From an optimization exercise on the open Yosys and OpenROAD flow, aimed at small area, a short achievable clock period and few clock cycles per item; shortcuts taken in it are not production practice. Where RTL was checked, it was by simulation tests only, not by an equivalence proof against the original. Power and IR drop assume default switching activity.

## mult_stage
module mult_stage
(
  input  logic                            i_clk,
  input  logic                            i_rst,
  input  logic                            FS_rdy,
  output logic                            FS_ack,
  input  logic [32:0]                     i_ctl,
  input  logic [PEROW*DWD-1:0]            i_input,
  input  logic [PEROW*DWD-1:0]            i_weight,
  input  logic [PEROW*PSUMDWD-1:0]        i_psum,
  output logic                            MS_rdy,
  input  logic                            MS_ack,
  output logic [PEROW*PSUMDWD-1:0]        o_prod,
  output logic [PEROW*PSUMDWD-1:0]        o_psum,
  output logic [7:0]                      o_ctl
);
For scale: roughly 4100 cells after synthesis, ~390 flip-flops, roughly 0.042 mm^2 of cells after synthesis.
==> module mult_stage, before the edit <==
module mult_stage
(
  input  logic                            i_clk,
  input  logic                            i_rst,
  input  logic                            FS_rdy,
  output logic                            FS_ack,
  input  logic [32:0]                     i_ctl,
  input  logic [PEROW*DWD-1:0]            i_input,
  input  logic [PEROW*DWD-1:0]            i_weight,
  input  logic [PEROW*PSUMDWD-1:0]        i_psum,
  output logic                            MS_rdy,
  input  logic                            MS_ack,
  output logic [PEROW*PSUMDWD-1:0]        o_prod,
  output logic [PEROW*PSUMDWD-1:0]        o_psum,
  output logic [7:0]                      o_ctl
);
  mult_stage_pkg::ms_ctl_t ctl;
  assign ctl = i_ctl;
  function automatic [3:0] numt_oh(input [NTW-1:0] n);
    case (n)
      3'd0, 3'd1: numt_oh = 4'b0001;
      3'd2:       numt_oh = 4'b0010;
      3'd3:       numt_oh = 4'b0100;
      default:    numt_oh = 4'b1000;
    endcase
  endfunction
  logic full, is_mul, is_x;
  logic [3:0] sa, wen;
  logic [DWD-1:0] mx, nmx;
  logic [PEROW*PSUMDWD-1:0] cs_s, cs_c, s_q, c_q;
  assign MS_rdy = full;
  assign FS_ack = FS_rdy && (!full || MS_ack);
  assign is_x   = ctl.mode == XNOR;
  assign is_mul = (ctl.mode != XNOR) && (ctl.mode <= P4);
  assign sa     = {4{is_mul}} & numt_oh(ctl.inumt);
  assign wen    = {ctl.wnumt >= 3'd4, ctl.wnumt >= 3'd3, ctl.wnumt >= 3'd2, 1'b1};
  assign mx     = {DWD{is_x}} & ctl.au_mask;
  assign nmx    = {DWD{is_x}} & ~ctl.au_mask;
  always_ff @(posedge i_clk) begin
    if (i_rst)       full <= 1'b0;
    else if (FS_ack) full <= 1'b1;
    else if (MS_ack) full <= 1'b0;
  end
  always_ff @(posedge i_clk) begin
    if (FS_ack) begin
      s_q    <= cs_s;
      c_q    <= cs_c;
      o_psum <= i_psum;
      o_ctl  <= ctl.pass;
    end
  end
  for (genvar r = 0; r < PEROW; r++) begin : g_lane
    mult_slice_lane u_lane (
      .is_x   (is_x),
      .sa     (sa),
      .wen    (wen),
      .a      (i_input[DWD*r +: DWD]),
      .w      (i_weight[DWD*r +: DWD]),
      .mx     (mx),
      .nmx    (nmx),
      .cs_s   (cs_s[PSUMDWD*r +: PSUMDWD]),
      .cs_c   (cs_c[PSUMDWD*r +: PSUMDWD])
    );
    logic [PSUMDWD-1:0] sg, sp, gg, pp;
    assign sg = s_q[PSUMDWD*r +: PSUMDWD] & c_q[PSUMDWD*r +: PSUMDWD];
    assign sp = s_q[PSUMDWD*r +: PSUMDWD] ^ c_q[PSUMDWD*r +: PSUMDWD];
    always_comb begin
      gg = sg;
      pp = sp;
      for (int l = 0; l < 5; l++)
        for (int i = 0; i < PSUMDWD; i++)
          if ((i >> l) & 1) begin
            gg[i] = gg[i] | (pp[i] & gg[((i >> l) << l) - 1]);
            pp[i] = pp[i] & pp[((i >> l) << l) - 1];
          end
    end
    assign o_prod[PSUMDWD*r +: PSUMDWD] = sp ^ {gg[PSUMDWD-2:0], 1'b0};
  end
endmodule
==> flow/config.mk <==
export PLATFORM = sky130hd
export DESIGN_NAME = mult_stage
export DESIGN_NICKNAME = mult_stage
export VERILOG_FILES = /design/flow/design.v
export SDC_FILE = /design/flow/constraint.sdc
export NUM_CORES = 4
export LEC_CHECK = 0
export CAP_MARGIN = 20
export CORE_MARGIN = 2
export CORE_UTILIZATION = 40
export SETUP_SLACK_MARGIN = 4.5
export SLEW_MARGIN = 20
export TNS_END_PERCENT = 20
==> flow/constraint.sdc <==
create_clock -name core_clock -period 10.0 [get_ports {i_clk}]
set_input_delay 2.0000 -clock core_clock [delete_from_list [all_inputs] [get_ports {i_clk}]]
set_output_delay 2.0000 -clock core_clock [all_outputs]
set_load 0.01 [all_outputs]
standard.sh (not shown) runs the stock make flow with config.mk's settings and CLKGATE_MAP_FILE= SYNTH_SCRIPT=/design/flow/synth_recipe.tcl, a recipe that flattens the netlist after the stock synthesis.
==> flow/flow/run.sh <==
#!/bin/bash
# The standard layout, with every port buffered by a minimum-size buffer
# (sky130_fd_sc_hd__buf_1) instead of the delay cell buffer_ports picks by itself.
set -euo pipefail
bash standard.sh "BUFFER_PORTS_ARGS=-buffer_cell sky130_fd_sc_hd__buf_1" finish > standard_make.log 2>&1
The starting point went through all stages and came out clean.
Testbench counts at the start, summed over its fixed seeds: cycles 3,208, items 3,200.
Change:
--- a/flow/design.v
+++ b/flow/design.v
@@ -31,10 +31,30 @@
 endmodule
 module mult_ha (input logic a, b, output logic s, co);
   assign s  = a ^ b;
   assign co = a & b;
 endmodule
+module mult_add32 (input logic [31:0] x, y, output logic [31:0] z);
+  logic [31:0] g, p, gg, pp;
+  always_comb begin
+    g  = x & y;
+    p  = x ^ y;
+    gg = g;
+    pp = p;
+    for (int d = 1; d < 32; d = d * 2)
+      for (int i = 2 * d - 1; i < 32; i = i + 2 * d) begin
+        gg[i] = gg[i] | (pp[i] & gg[i-d]);
+        pp[i] = pp[i] & pp[i-d];
+      end
+    for (int d = 8; d >= 1; d = d / 2)
+      for (int i = 3 * d - 1; i < 32; i = i + 2 * d) begin
+        gg[i] = gg[i] | (pp[i] & gg[i-d]);
+        pp[i] = pp[i] & pp[i-d];
+      end
+    z = p ^ {gg[30:0], 1'b0};
+  end
+endmodule
 module mult_slice_lane
 (
   input  logic               is_x,      
   input  logic [3:0]         sa,        
   input  logic [3:0]         wen,       
@@ -426,21 +446,12 @@
       .mx     (mx),
       .nmx    (nmx),
       .cs_s   (cs_s[PSUMDWD*r +: PSUMDWD]),
       .cs_c   (cs_c[PSUMDWD*r +: PSUMDWD])
     );
-    logic [PSUMDWD-1:0] sg, sp, gg, pp;
-    assign sg = s_q[PSUMDWD*r +: PSUMDWD] & c_q[PSUMDWD*r +: PSUMDWD];
-    assign sp = s_q[PSUMDWD*r +: PSUMDWD] ^ c_q[PSUMDWD*r +: PSUMDWD];
-    always_comb begin
-      gg = sg;
-      pp = sp;
-      for (int l = 0; l < 5; l++)
-        for (int i = 0; i < PSUMDWD; i++)
-          if ((i >> l) & 1) begin
-            gg[i] = gg[i] | (pp[i] & gg[((i >> l) << l) - 1]);
-            pp[i] = pp[i] & pp[((i >> l) << l) - 1];
-          end
-    end
-    assign o_prod[PSUMDWD*r +: PSUMDWD] = sp ^ {gg[PSUMDWD-2:0], 1'b0};
+    mult_add32 u_add (
+      .x (s_q[PSUMDWD*r +: PSUMDWD]),
+      .y (c_q[PSUMDWD*r +: PSUMDWD]),
+      .z (o_prod[PSUMDWD*r +: PSUMDWD])
+    );
   end
 endmodule
Area after synthesis climbs by 1.0%. Setup slack degrades by 130 ps. Sequential power climbs by about 4%. Combinational power drops by 3.5%. Non-clock buffer count drops by 5. Final cell count drops by 1.6%. Cell area climbs by 0.53%. Clock-buffer cell count drops by 8.
Function not checked in the second run of this note: the RTL went through the layout flow alone.

========
RTL: one of the versions met above, not the one the previous note started from.
Size: about 390 flip-flops, roughly 560 I/O pins, about 42000 µm² of cells after synthesis.
==> module mult_add32, before the edit <==
module mult_add32 (input logic [31:0] x, y, output logic [31:0] z);
  logic [31:0] g, p, gg, pp;
  always_comb begin
    g  = x & y;
    p  = x ^ y;
    gg = g;
    pp = p;
    for (int d = 1; d < 32; d = d * 2)
      for (int i = 2 * d - 1; i < 32; i = i + 2 * d) begin
        gg[i] = gg[i] | (pp[i] & gg[i-d]);
        pp[i] = pp[i] & pp[i-d];
      end
    for (int d = 8; d >= 1; d = d / 2)
      for (int i = 3 * d - 1; i < 32; i = i + 2 * d) begin
        gg[i] = gg[i] | (pp[i] & gg[i-d]);
        pp[i] = pp[i] & pp[i-d];
      end
    z = p ^ {gg[30:0], 1'b0};
  end
endmodule
==> module mult_stage, before the edit <==
module mult_stage
(
  input  logic                            i_clk,
  input  logic                            i_rst,
  input  logic                            FS_rdy,
  output logic                            FS_ack,
  input  logic [32:0]                     i_ctl,
  input  logic [PEROW*DWD-1:0]            i_input,
  input  logic [PEROW*DWD-1:0]            i_weight,
  input  logic [PEROW*PSUMDWD-1:0]        i_psum,
  output logic                            MS_rdy,
  input  logic                            MS_ack,
  output logic [PEROW*PSUMDWD-1:0]        o_prod,
  output logic [PEROW*PSUMDWD-1:0]        o_psum,
  output logic [7:0]                      o_ctl
);
  mult_stage_pkg::ms_ctl_t ctl;
  assign ctl = i_ctl;
  function automatic [3:0] numt_oh(input [NTW-1:0] n);
    case (n)
      3'd0, 3'd1: numt_oh = 4'b0001;
      3'd2:       numt_oh = 4'b0010;
      3'd3:       numt_oh = 4'b0100;
      default:    numt_oh = 4'b1000;
    endcase
  endfunction
  logic full, is_mul, is_x;
  logic [3:0] sa, wen;
  logic [DWD-1:0] mx, nmx;
  logic [PEROW*PSUMDWD-1:0] cs_s, cs_c, s_q, c_q;
  assign MS_rdy = full;
  assign FS_ack = FS_rdy && (!full || MS_ack);
  assign is_x   = ctl.mode == XNOR;
  assign is_mul = (ctl.mode != XNOR) && (ctl.mode <= P4);
  assign sa     = {4{is_mul}} & numt_oh(ctl.inumt);
  assign wen    = {ctl.wnumt >= 3'd4, ctl.wnumt >= 3'd3, ctl.wnumt >= 3'd2, 1'b1};
  assign mx     = {DWD{is_x}} & ctl.au_mask;
  assign nmx    = {DWD{is_x}} & ~ctl.au_mask;
  always_ff @(posedge i_clk) begin
    if (i_rst)       full <= 1'b0;
    else if (FS_ack) full <= 1'b1;
    else if (MS_ack) full <= 1'b0;
  end
  always_ff @(posedge i_clk) begin
    if (FS_ack) begin
      s_q    <= cs_s;
      c_q    <= cs_c;
      o_psum <= i_psum;
      o_ctl  <= ctl.pass;
    end
  end
  for (genvar r = 0; r < PEROW; r++) begin : g_lane
    mult_slice_lane u_lane (
      .is_x   (is_x),
      .sa     (sa),
      .wen    (wen),
      .a      (i_input[DWD*r +: DWD]),
      .w      (i_weight[DWD*r +: DWD]),
      .mx     (mx),
      .nmx    (nmx),
      .cs_s   (cs_s[PSUMDWD*r +: PSUMDWD]),
      .cs_c   (cs_c[PSUMDWD*r +: PSUMDWD])
    );
    mult_add32 u_add (
      .x (s_q[PSUMDWD*r +: PSUMDWD]),
      .y (c_q[PSUMDWD*r +: PSUMDWD]),
      .z (o_prod[PSUMDWD*r +: PSUMDWD])
    );
  end
endmodule
clock: 10.0 ns
lec_check: 0
cap_margin: 20
core_margin: 2
core_utilization: 40
setup_slack_margin: 4.5
slew_margin: 20
Scripts as last shown in full above: flow/flow/run.sh
The baseline ran to the end with no violations.
Rerun with:
--- a/flow/design.v
+++ b/flow/design.v
@@ -33,26 +33,6 @@
   assign s  = a ^ b;
   assign co = a & b;
 endmodule
-module mult_add32 (input logic [31:0] x, y, output logic [31:0] z);
-  logic [31:0] g, p, gg, pp;
-  always_comb begin
-    g  = x & y;
-    p  = x ^ y;
-    gg = g;
-    pp = p;
-    for (int d = 1; d < 32; d = d * 2)
-      for (int i = 2 * d - 1; i < 32; i = i + 2 * d) begin
-        gg[i] = gg[i] | (pp[i] & gg[i-d]);
-        pp[i] = pp[i] & pp[i-d];
-      end
-    for (int d = 8; d >= 1; d = d / 2)
-      for (int i = 3 * d - 1; i < 32; i = i + 2 * d) begin
-        gg[i] = gg[i] | (pp[i] & gg[i-d]);
-        pp[i] = pp[i] & pp[i-d];
-      end
-    z = p ^ {gg[30:0], 1'b0};
-  end
-endmodule
 module mult_slice_lane
 (
   input  logic               is_x,      
@@ -448,10 +428,6 @@
       .cs_s   (cs_s[PSUMDWD*r +: PSUMDWD]),
       .cs_c   (cs_c[PSUMDWD*r +: PSUMDWD])
     );
-    mult_add32 u_add (
-      .x (s_q[PSUMDWD*r +: PSUMDWD]),
-      .y (c_q[PSUMDWD*r +: PSUMDWD]),
-      .z (o_prod[PSUMDWD*r +: PSUMDWD])
-    );
+    assign o_prod[PSUMDWD*r +: PSUMDWD] = s_q[PSUMDWD*r +: PSUMDWD] + c_q[PSUMDWD*r +: PSUMDWD];
   end
 endmodule
After rerunning: Final cell count climbs by 7.5%; clock power drops by about 7%; first-iteration DRC count climbs by 10%; total power climbs by 9.8%; hold slack loses 0.022 ns; combinational power climbs by 20%; fmax climbs by 1.6%; via count climbs by 10%; global-route usage climbs by 0.49 points; worst setup slack gains 0.091 ns.
Testbench counts after the change, summed over its fixed seeds: cycles 3,208, items 3,200.
The RTL of the first run of this note was laid out without a check of its function.

## re-timing with driven ports
Ports are ideal in the flow. The routed layouts listed here were re-timed in OpenROAD.
Step 1 assumes that a clkbuf_16 drives the clock port and a buf_2 every other input.
Step 2, shift: input delay + t, output delay - t, t = (earliest + latest rising clock arrival at the registers) / 2. This alone moves slack from input paths to output paths.
Slacks: ideal / step 1 / step 2; pairs: ideal / step 1.
run	shift t [ns]	slack for setup (ns)	slew at the worst register clock pin (ns)
the first run of note 1	0.698	4.354 / 4.293 / 3.743	0.06 / 0.06
the second run of note 1	0.690	4.219 / 4.152 / 3.668	0.06 / 0.06
the first run of note 2	0.686	4.223 / 4.156 / 3.881	0.06 / 0.06
the second run of note 2	0.679	4.314 / 4.248 / 3.748	0.06 / 0.06
After both steps setup and hold are still met in every run listed. For the first run of note 1, which loses most, drivers alone change the setup slack by -0.061 ns; drivers and shift together by -0.611 ns.
